From an optimization exercise on the open Yosys and OpenROAD flow, aimed at small area, a short achievable clock period and few clock cycles per item; shortcuts taken in it are not production practice.
Where RTL was checked, it was by simulation tests only, not by an equivalence proof against the original.
Power and IR drop assume default switching activity.

==> flow/design.v (excerpt) <==
module unsorted_set_table (
	input  logic                          clk,
	input  logic                          arst_n,
	input  logic                          req_valid,
	output logic                          req_ready,
	input  logic [1:0]                    req_action,
	input  logic [ust_pkg::VAL_W-1:0]     req_value,
	output logic                          rsp_valid,
	input  logic                          rsp_ready,
	output logic                          rsp_hit,
	output logic                          rsp_full_res,
	output logic [ust_pkg::OUT_CNT_W-1:0] rsp_entry_count
);
For scale: ~1700 cells after synthesis, roughly 620 flip-flops.
clock: 5.0 ns
lec_check: 0
cap_margin: 20
core_margin: 2
core_utilization: 40
place_density: 0.6
setup_slack_margin: 2.88
slew_margin: 20
run.sh (not shown) runs the stock make flow with config.mk's settings and CLKGATE_MAP_FILE= SYNTH_SCRIPT=/design/flow/synth_recipe.tcl, a recipe that flattens the netlist after the stock synthesis.
==> next run, changes <==
--- a/flow/config.mk
+++ b/flow/config.mk
@@ -9,4 +9,7 @@
 export CORE_MARGIN = 2
 export CORE_UTILIZATION = 40
+export CTS_BUF_LIST = sky130_fd_sc_hd__clkbuf_8 sky130_fd_sc_hd__clkbuf_16
+export CTS_CLUSTER_DIAMETER = 60
+export CTS_CLUSTER_SIZE = 20
 export PLACE_DENSITY = 0.6
 export SETUP_SLACK_MARGIN = 2.88
The changed run went through all stages and came out clean.
Critical path depth came out higher by 2.
Clock power falls by about a fifth.
Total power shrinks by a little under a tenth.
Wire length goes down slightly.
Via count decreases slightly.
Function was not checked in any run of this note: the RTL went through the layout flow alone.

Setup of main:
unsorted_set_table, a different RTL version from the one above (not shown whole).
Size in the first run: ~1800 cells after synthesis, about 600 flip-flops, ~47 I/O pins.
export LEC_CHECK = 0
export CAP_MARGIN = 20
export CORE_MARGIN = 2
export CORE_UTILIZATION = 40
export PLACE_DENSITY = 0.6
export SLEW_MARGIN = 20
create_clock -name core_clock -period 5.0 [get_ports {clk}]
Both conditions hold for main: the flow ran to the end and the final layout passed the timing, DRC and antenna checks.
Testbench counts of main, summed over its fixed seeds: cycles 9,616, ops 9,600.
Relative to main, the following input files were edited for the feature branch:
- an added SETUP_SLACK_MARGIN of 2.8
- The feature branch reached the end of the flow, and the finished layout is clean on the timing, DRC and antenna checks.
- main reports its cell type of the slowest stage on the worst timing path as dfxtp_2 while the feature branch reports or4b_1.
- Going from main to the feature branch, fmax shows an increase of 29%; routed wire length went up by about 28%; share of power burned in the clock network now sits lower; non-clock buffer count up about 150%; final cell count higher.
- STATUS design area: the feature branch loses against main
- Per the comparison of the feature branch with main, fraction of layout instances using a drive strength above 1 climbed 14 points; overall routing resource usage climbed 5.5 points; clock network power dropped about 6.4%; instance area after placement dropped 0.78%.
- The power in the feature branch was higher than what main gave.

v37:
unsorted_set_table, a different RTL version from the one above (not shown whole).
Size: roughly 670 flip-flops, roughly 47 I/O pins, about 27000 µm² of cells after synthesis.
==> flow/config.mk <==
export PLATFORM = sky130hd
export DESIGN_NAME = unsorted_set_table
export DESIGN_NICKNAME = unsorted_set_table
export VERILOG_FILES = /design/flow/design.v
export SDC_FILE = /design/flow/constraint.sdc
export NUM_CORES = 4
export LEC_CHECK = 0
export CAP_MARGIN = 20
export CORE_MARGIN = 2
export CORE_UTILIZATION = 50
export CTS_BUF_LIST = sky130_fd_sc_hd__clkbuf_8
export CTS_CLUSTER_DIAMETER = 50
export CTS_CLUSTER_SIZE = 16
export PLACE_DENSITY = 0.65
export SETUP_SLACK_MARGIN = 3.0
export SLEW_MARGIN = 20
==> flow/constraint.sdc <==
create_clock -name core_clock -period 5.0 [get_ports {clk}]
set_input_delay 1.0000 -clock core_clock [delete_from_list [all_inputs] [get_ports {clk}]]
set_output_delay 1.0000 -clock core_clock [all_outputs]
set_load 0.01 [all_outputs]
v37 | status: complete | timing, DRC, antenna: pass
Testbench counts of v37, summed over its fixed seeds: cycles 9,624, ops 9,600.
The following lists how v7 was set up differently from v37:
Settings: CTS_CLUSTER_SIZE now 25, was 16; PLACE_DENSITY now 0.75, was 0.65; CTS_BUF_LIST now sky130_fd_sc_hd__clkbuf_8 sky130_fd_sc_hd__clkbuf_16, was sky130_fd_sc_hd__clkbuf_8; CORE_UTILIZATION now 65, was 50; SETUP_SLACK_MARGIN now 2.88, was 3.0; CTS_CLUSTER_DIAMETER now 70, was 50.
==> run summary <==
v7 vs v37 — core utilization rose 15 points. Re minimum clock period: v7 is 0.015 ns down on v37. v7 finished every step from synthesis to the final layout, and the layout passed the timing, DRC and antenna checks. v7 ended with less tap cell count than v37.
[inputs] v6 vs v7
Settings: changing PLACE_DENSITY from 0.75 to 0.6; changing CORE_UTILIZATION from 65 to 40; changing CTS_CLUSTER_SIZE from 25 to 20; changing CTS_CLUSTER_DIAMETER from 70 to 60.
--- outcome ---
- Where post-DP HPWL is concerned, v7 is better than v6.
- Wire length | v6 above v7
- When the final numbers for v6 and v7 were put side by side, the clock-pin transition on the worst setup and hold timing paths turned out to be greater in v7.
- Delta(final cell count without fillers, v6 - v7) > 0
- Between v6 and v7, clock-buffer cell count is higher for v6, v7 comes in under that.
- [compare] base=v7 new=v6: total via count in the routed design moved down, area growth from synthesis to final layout moved up.
- Compared with v7, v6 shows a lower post-route worst hold slack.
- Between v6 and v7, leakage power summed over all cells is higher for v6, v7 comes in under that.
## Diff of input files: v24 against v6
Settings: swapping 0.6 for 0.85 in PLACE_DENSITY; swapping 40 for 75 in CORE_UTILIZATION; swapping 2.88 for 3.0 in SETUP_SLACK_MARGIN.
[summary]
- Relative to v6, met3 layer wire length in the routed design has increased by 1.8 mm in v24.
- NOTE via count v6->v24 increased by a few percent
- On fill cell instance count of the final layout: v24 sits below v6.
- v6 vs v24, end point of the critical path: rsp_valid vs slot_q[13]
- Going from v6 to v24, die area decreased by 46% relative to the old numbers, final-stage net count now sits at about the same level.
- Changes observed in v24 relative to v6: worst setup slack after placement rose by 0.15 ns, clock latency at the later pin of the worst-skew pair down 0.04 ns, wire length down 2.6%.
- Overall fraction of global-route tracks in use (lower): v6
- The final critical-path share of the clock period of v24 exceeds that of v6 by 0.97 points.

Starting RTL as in the previous note.
Settings: LEC_CHECK=0, CAP_MARGIN=20, CORE_MARGIN=2, CORE_UTILIZATION=65, CTS_BUF_LIST=sky130_fd_sc_hd__clkbuf_8 sky130_fd_sc_hd__clkbuf_16, CTS_CLUSTER_DIAMETER=60, CTS_CLUSTER_SIZE=20, PLACE_DENSITY=0.75, SETUP_SLACK_MARGIN=3.0, SLEW_MARGIN=20; clock period 5.0 ns.
Testbench counts at the start, summed over its fixed seeds: cycles 9,624, ops 9,600.
Change:
- CORE_UTILIZATION: 65 -> 40
- CTS_BUF_LIST: sky130_fd_sc_hd__clkbuf_8 sky130_fd_sc_hd__clkbuf_16 -> unset
- CTS_CLUSTER_DIAMETER: 60 -> unset
- CTS_CLUSTER_SIZE: 20 -> unset
- PLACE_DENSITY: 0.75 -> 0.6
- SETUP_SLACK_MARGIN: 3.0 -> 2.88
=>
- core utilization shrinks by 26 points
- total power increases by 15%
- die area came out higher by 61%
- final area increases by 4.2%
- worst setup slack is worse by 0.035 ns
- area after synthesis stays the same
- first-iteration DRC count falls by 12%
- non-clock buffer count goes down by 4
Change:
- CORE_UTILIZATION: 40 -> 65
- CTS_BUF_LIST: unset -> sky130_fd_sc_hd__clkbuf_8 sky130_fd_sc_hd__clkbuf_16
- CTS_CLUSTER_DIAMETER: unset -> 60
- CTS_CLUSTER_SIZE: unset -> 20
- PLACE_DENSITY: 0.6 -> 0.75
- SETUP_SLACK_MARGIN: 2.88 -> 3.1
After rerunning: Critical path depth climbs by 1. Clock skew drops by 0.0061 ns. Count of clock-buffer cells in the layout goes down by 43. Design area came out lower by 2.8%. Flip-flop and latch count stays the same.
Change:
- CORE_UTILIZATION: 65 -> 50
- CTS_BUF_LIST: sky130_fd_sc_hd__clkbuf_8 sky130_fd_sc_hd__clkbuf_16 -> sky130_fd_sc_hd__clkbuf_4 sky130_fd_sc_hd__clkbuf_8
- CTS_CLUSTER_DIAMETER: 60 -> 50
- CTS_CLUSTER_SIZE: 20 -> 16
- PLACE_DENSITY: 0.75 -> 0.65
- SETUP_SLACK_MARGIN: 3.1 -> 3.0
What happened: The changed run completed without violations. Sequential share of layout area went down by 0.33 points. Cell area grows by 0.51%. Clock skew hardly moves. Die area goes up by 29%. First-iteration DRC count is lower by 19%. Synthesized cell count stays the same. Routed wire length came out higher by 4.8%. Global-route usage went down by 5.4 points. Non-clock buffer count went up by 11. Core utilization shrinks by 16 points. Total power barely changes.

alpha:
Another version of the RTL of unsorted_set_table (not shown whole).
For scale: about 670 flip-flops, about 28000 sq um of cells after synthesis.
// unsorted_set_table
module unsorted_set_table (
	input  logic                          clk,
	input  logic                          arst_n,
	input  logic                          req_valid,
	output logic                          req_ready,
	input  logic [1:0]                    req_action,
	input  logic [ust_pkg::VAL_W-1:0]     req_value,
	output logic                          rsp_valid,
	input  logic                          rsp_ready,
	output logic                          rsp_hit,
	output logic                          rsp_full_res,
	output logic [ust_pkg::OUT_CNT_W-1:0] rsp_entry_count
);
	localparam int DEPTH = ust_pkg::DEPTH;
	localparam int SLOTS = DEPTH + 1;
	localparam int RES_W = ust_pkg::RES_W;
	function automatic logic [SLOTS-1:0] lowest(input logic [SLOTS-1:0] v);
		logic [SLOTS-1:0] below;
		below[0] = 1'b0;
		for (int i = 1; i < SLOTS; i++) begin
			below[i] = below[i-1] | v[i-1];
		end
		lowest = v & ~below;
	endfunction
	logic                      accept;
	logic                      take_add;
	logic [SLOTS-1:0]          valid_q;
	logic [SLOTS-1:0]          valid_d;
	logic [ust_pkg::CNT_W-1:0] count_q;
	logic [ust_pkg::CNT_W-1:0] count_d;
	logic                      full_q;
	logic                      full_d;
	logic                      last_q;
	logic                      last_d;
	logic                      b_add_q;
	logic                      b_con_q;
	logic                      b_rem_q;
	logic                      b_clr_q;
  ...
Settings: LEC_CHECK=0, CAP_MARGIN=20, CORE_MARGIN=2, CORE_UTILIZATION=40, CTS_BUF_LIST=sky130_fd_sc_hd__clkbuf_8 sky130_fd_sc_hd__clkbuf_16, CTS_CLUSTER_DIAMETER=60, CTS_CLUSTER_SIZE=20, PLACE_DENSITY=0.6, SETUP_SLACK_MARGIN=2.88, SLEW_MARGIN=20; clock period 5.0 ns.
alpha finished every step from synthesis to the final layout, and the layout passed the timing, DRC and antenna checks.
For beta, these inputs were changed with respect to alpha:
- CTS_CLUSTER_SIZE changed from 20 to 25
- CORE_UTILIZATION changed from 40 to 65
- PLACE_DENSITY changed from 0.6 to 0.75
- CTS_CLUSTER_DIAMETER changed from 60 to 70
--- outcome ---
- Summary: with alpha as the reference, maximum number of pins on one net before global-route repair in beta moved down by more than 10%.
- Where post-route total power is concerned, alpha is outperformed by beta.
- Taking alpha as the reference point, the fraction of the cycle the final worst path needs of beta falls by 3.2 points.
- Re total of buffers placed on input and output ports: no difference whatsoever between alpha and beta.
Function was not checked in any run of this note: the RTL went through the layout flow alone.

## raven
unsorted_set_table with an RTL version that a note above also has.
Size in the first run: roughly 2100 cells after synthesis, about 47 I/O pins, about 28000 um^2 of cells after synthesis.
Settings: LEC_CHECK=0, ABC_AREA=1, CAP_MARGIN=20, CORE_MARGIN=2, CORE_UTILIZATION=65, CTS_BUF_LIST=sky130_fd_sc_hd__clkbuf_8 sky130_fd_sc_hd__clkbuf_16, CTS_CLUSTER_DIAMETER=60, CTS_CLUSTER_SIZE=20, PLACE_DENSITY=0.75, SETUP_SLACK_MARGIN=3.0, SLEW_MARGIN=20; clock period 5.0 ns.
raven: flow completed, timing, DRC and antenna clean
Testbench counts of raven, summed over its fixed seeds: cycles 9,624, ops 9,600.
Setup changes, raven to harbor
Settings: removing ABC_AREA (formerly 1); changing CORE_UTILIZATION from 65 to 50; changing PLACE_DENSITY from 0.75 to 0.65.
Results
- Looking at cell at the slowest stage of the critical path, the dfrtp_2 result is from raven; the dfrtp_1 one comes from harbor.
- Diff raven and harbor: wire length lower in harbor
- harbor vs. raven: number of buffer and inverter stages on the critical path grew by 1, depth of the most critical reg-to-reg path shrank by 7, worst setup margin grew by 0.014 ns.
- [harbor] cell area fell about 3% relative to raven
- As of harbor, clock network power had risen by a few percent compared to raven.

## separate check: timing with driven ports
How much do the figures lean on ideal ports? The routed layouts below were timed once more, with nothing changed but the port constraints. Step 1, drivers: a clkbuf_16 drives clk and a buf_2 each remaining input, both assumed. Step 2, shift: input delay + t, output delay - t, t = (earliest + latest rising clock arrival at the registers) / 2. This alone moves slack from input paths to output paths. Slacks: no drivers / after step 1 / after step 2; pairs: no drivers / after step 1.
run	shift t [ns]	slack for setup (ns)	worst data-port slew with drivers (ns)
the first run of note 1	0.654	2.372 / 2.372 / 2.216	0.04
the second run of note 1	0.657	2.271 / 2.271 / 2.271	0.04
main	0.651	0.964 / 0.964 / 0.964	0.07
the feature branch	0.667	1.863 / 1.863 / 1.863	0.04
v37	0.697	2.779 / 2.730 / 2.200	0.06
v7	0.623	2.795 / 2.795 / 2.210	0.05
v6	0.655	2.798 / 2.739 / 2.234	0.05
v24	0.611	2.750 / 2.775 / 2.163	0.06
the first run of note 4	0.629	2.848 / 2.793 / 2.344	0.05
the second run of note 4	0.653	2.812 / 2.752 / 2.252	0.05
the third run of note 4	0.631	2.874 / 2.817 / 2.291	0.05
the fourth run of note 4	0.697	2.781 / 2.731 / 2.205	0.06
alpha	0.651	2.357 / 2.357 / 2.309	0.05
beta	0.619	2.518 / 2.518 / 2.351	0.04
raven	0.639	2.838 / 2.789 / 2.305	0.09
harbor	0.641	2.851 / 2.799 / 2.329	0.05
After both steps every run listed still meets setup and hold. For v24, which loses most, drivers alone change the setup slack by +0.025 ns; drivers and shift together by -0.587 ns.
